Background: an optimization exercise with open tools, aiming at small area. Do not read the settings as production practice. Only simulation tests tie the RTL to the original design; equivalence was not proved. No activity file was given, so power comes from the tool's default toggle rates.

## orange
==> flow/design.v <==
package dbg_pkg;
  localparam int NUM_REGS = 32;
  localparam int XLEN     = 32;
  localparam int IDX_W    = $clog2(NUM_REGS);
  typedef enum logic [1:0] {
    INIT,    
    IDLE,    
    PRIME,   
    COPY     
  } trk_state_t;
  typedef logic [XLEN-1:0]  word_t;
  typedef logic [IDX_W-1:0] reg_idx_t;
  localparam reg_idx_t LAST_IDX = reg_idx_t'(NUM_REGS - 1);
endpackage
import dbg_pkg::*;
module reg_shadow_ram (
  input  logic              clk,
  input  logic              we,
  input  dbg_pkg::reg_idx_t waddr,
  input  dbg_pkg::word_t    wdata,
  input  logic [dbg_pkg::NUM_REGS-1:0] clr,
  output logic [dbg_pkg::NUM_REGS*dbg_pkg::XLEN-1:0] words
);
  dbg_pkg::word_t mem [1:NUM_REGS-1];
  assign words[XLEN-1:0] = '0;
  for (genvar k = 1; k < NUM_REGS; k++) begin : g_word
    logic           sel, hold;
    dbg_pkg::word_t sel_v, hold_v;
    assign sel    = we && (waddr == k);
    assign hold   = !sel && !clr[k];
    assign sel_v  = {XLEN{sel}};
    assign hold_v = {XLEN{hold}};
    always_ff @(posedge clk) begin
      mem[k] <= (sel_v & wdata) | (hold_v & mem[k]);
    end
    assign words[XLEN*k +: XLEN] = mem[k];
  end
endmodule
import dbg_pkg::*;
module reg_debug_tracker #(
  parameter int HOLD_FRAMES = 4,
  parameter int HOLD_W      = $clog2(HOLD_FRAMES + 1)
) (
  input  logic                 clk,
  input  logic                 reset,
  input  logic                 wb_we,
  input  logic [dbg_pkg::IDX_W-1:0] wb_rd,
  input  logic [dbg_pkg::XLEN-1:0]  wb_data,
  input  logic                 frame_start,
  input  logic                 freeze,
  output logic [dbg_pkg::NUM_REGS*dbg_pkg::XLEN-1:0] regs_out,
  output logic [dbg_pkg::NUM_REGS-1:0] changed_mask,
  output logic                 busy
);
  localparam logic [HOLD_W-1:0] HOLD_LOAD = HOLD_W'(HOLD_FRAMES);
  dbg_pkg::trk_state_t        state;
  dbg_pkg::reg_idx_t          idx;        
  dbg_pkg::word_t             snap [1:NUM_REGS-1];  
  assign regs_out[XLEN-1:0] = '0;
  for (genvar g = 1; g < NUM_REGS; g++) begin : g_regs_out
    assign regs_out[XLEN*g +: XLEN] = snap[g];
  end
  logic frozen;
  assign frozen = freeze;
  logic wb_accept;
  logic frame_accept;
  assign wb_accept    = (state != INIT) && wb_we && (wb_rd != '0);
  assign frame_accept = (state == IDLE) && frame_start && !frozen;
  logic              pw_v;
  dbg_pkg::reg_idx_t pw_a;
  dbg_pkg::word_t    pw_d;
  logic [NUM_REGS*XLEN-1:0] shadow;
  logic [NUM_REGS-1:0]      idx_hit;    
  logic [NUM_REGS-1:0]      sweep_clr;
  always_ff @(posedge clk) begin
    pw_v <= wb_accept;
    pw_a <= wb_rd;
    pw_d <= wb_data;
  end
  for (genvar k = 0; k < NUM_REGS; k++) begin : g_idx_hit
    assign idx_hit[k]   = (idx == k);
    assign sweep_clr[k] = (state == INIT) && idx_hit[k];
  end
  reg_shadow_ram u_ram (
    .clk   (clk),
    .we    (pw_v),
    .waddr (pw_a),
    .wdata (pw_d),
    .clr   (sweep_clr),
    .words (shadow)
  );
  always_ff @(posedge clk) begin
    if (reset) begin
      state   <= INIT;
      idx     <= '0;
      busy    <= 1'b1;
    end else begin
      unique case (state)
        INIT: begin
          if (idx == LAST_IDX) begin
            state <= IDLE;
            idx   <= '0;
            busy  <= 1'b0;
          end else begin
            idx <= idx + 1'b1;
          end
        end
        IDLE: begin
          if (frame_accept) begin
            state   <= PRIME;
            idx     <= '0;
            busy    <= 1'b1;
          end
        end
        PRIME: begin
          state   <= COPY;
        end
        COPY: begin
          if (idx == LAST_IDX) begin
            state <= IDLE;
            idx   <= '0;
            busy  <= 1'b0;
          end else begin
            idx <= idx + 1'b1;
          end
        end
        default: begin
          state <= INIT;
          idx   <= '0;
          busy  <= 1'b1;
        end
      endcase
    end
  end
  for (genvar k = 1; k < NUM_REGS; k++) begin : g_snap
    logic           ld, ld_ok, hd_ok;
    dbg_pkg::word_t ld_v, hd_v;
    assign ld    = (state == COPY) && idx_hit[k];
    assign ld_ok = !reset && ld;
    assign hd_ok = !reset && !ld;
    assign ld_v  = {XLEN{ld_ok}};
    assign hd_v  = {XLEN{hd_ok}};
    always_ff @(posedge clk) begin
      snap[k] <= (ld_v & shadow[XLEN*k +: XLEN]) | (hd_v & snap[k]);
    end
  end
  logic run, f_run, nf_run, w_run;    
  assign run    = !reset;
  assign f_run  = frame_accept && run;
  assign nf_run = !frame_accept && run;
  assign w_run  = wb_accept && run;
  logic [2:0] hs [1:NUM_REGS-1];
  assign changed_mask[0] = 1'b0;
  for (genvar i = 1; i < NUM_REGS; i++) begin : g_hs
    logic w, t1, t2;
    assign w  = w_run && (wb_rd == i);
    assign t1 = (f_run & hs[i][1]) | (nf_run & hs[i][2]);
    assign t2 = (f_run & hs[i][0]) | (nf_run & hs[i][1]);
    assign changed_mask[i] = hs[i][2] | hs[i][1];
    always_ff @(posedge clk) begin
      hs[i] <= {t1 | (w & t2),
                t2 & !w,
                w | (hs[i][0] & run & !(frame_accept & hs[i][2] & hs[i][1]))};
    end
  end
endmodule
clock: 5.0 ns
lec_check: 0
cap_margin: 5
core_margin: 2
core_utilization: 60
place_density: 0.7
slew_margin: 5
standard.sh (not shown) runs the stock make flow with config.mk's settings and CLKGATE_MAP_FILE= SYNTH_SCRIPT=/design/flow/synth_recipe.tcl, a recipe that flattens the netlist after the stock synthesis.
==> flow/flow/run.sh <==
#!/bin/bash
# Standard ORFS layout (the standard.sh, unchanged synthesis), with two changes:
#  - port buffers are the smallest buffer, sky130_fd_sc_hd__buf_1, instead of the cell
#    buffer_ports picks by default;
#  - clock tree synthesis builds the tree from clkbuf_8 only, with sink clusters of at most
#    16 flip-flops within 45 um, and without dummy loads.
# make's full output goes to flow.log in the work folder; ORFS keeps each step's log under
# orfs/logs/.
set -euo pipefail
bash standard.sh \
  "BUFFER_PORTS_ARGS=-buffer_cell sky130_fd_sc_hd__buf_1" \
  "CTS_ARGS=-sink_clustering_enable -repair_clock_nets -dont_use_dummy_load -buf_list {sky130_fd_sc_hd__clkbuf_8} -sink_clustering_size 16 -sink_clustering_max_diameter 45" \
  finish > flow.log 2>&1
Looking at the reports, orange completed the entire flow and the layout it produced met the timing, DRC and antenna checks.
The following lists how red was set up differently from orange:
--- a/flow/design.v
+++ b/flow/design.v
@@ -53,5 +53,4 @@
   output logic                 busy
 );
-  localparam logic [HOLD_W-1:0] HOLD_LOAD = HOLD_W'(HOLD_FRAMES);
   dbg_pkg::trk_state_t        state;
   dbg_pkg::reg_idx_t          idx;        
--- outcome ---
- [compare] base=orange new=red: post-synthesis sequential element count saw little to no change, total net switching power about even.
- red finished every stage and its layout cleared the timing, DRC and antenna checks.
- Changes observed in red relative to orange: final critical-path required period now sits at about the same level, total negative slack for setup checks did not really move, hold violation count in the final report was more or less identical.
- Reported for orange and red, worst hold slack after final layout turned out identical to the last digit.
- Reported for orange and red, flip-flop and latch count turned out identical to the last digit.
- The area share of fa/ha/maj cells after synthesis of orange and that of red are within noise of each other.
- In terms of via count, orange and red differ only marginally.

-- re-timing with driven ports --
Ports are ideal in the flow. The routed layouts listed here were re-timed in OpenROAD.
Step 1, drivers: a clkbuf_16 drives clk and a buf_2 each remaining input, both assumed.
Step 2 also shifts input and output timing later by t, the mid clock arrival at the registers, as if the neighbouring blocks saw the same clock.
Three values: no drivers, after step 1, after step 2; two values: the first two.
run	t (ns)	setup WS [ns]	hold WS [ns]	latest minus earliest clock arrival (ns)
orange	0.958	1.928 / 1.928 / 1.724	0.172 / 0.108 / 0.418	0.093 / 0.093
red	0.958	1.928 / 1.928 / 1.724	0.172 / 0.108 / 0.418	0.093 / 0.093
After both steps every run listed still meets setup and hold.
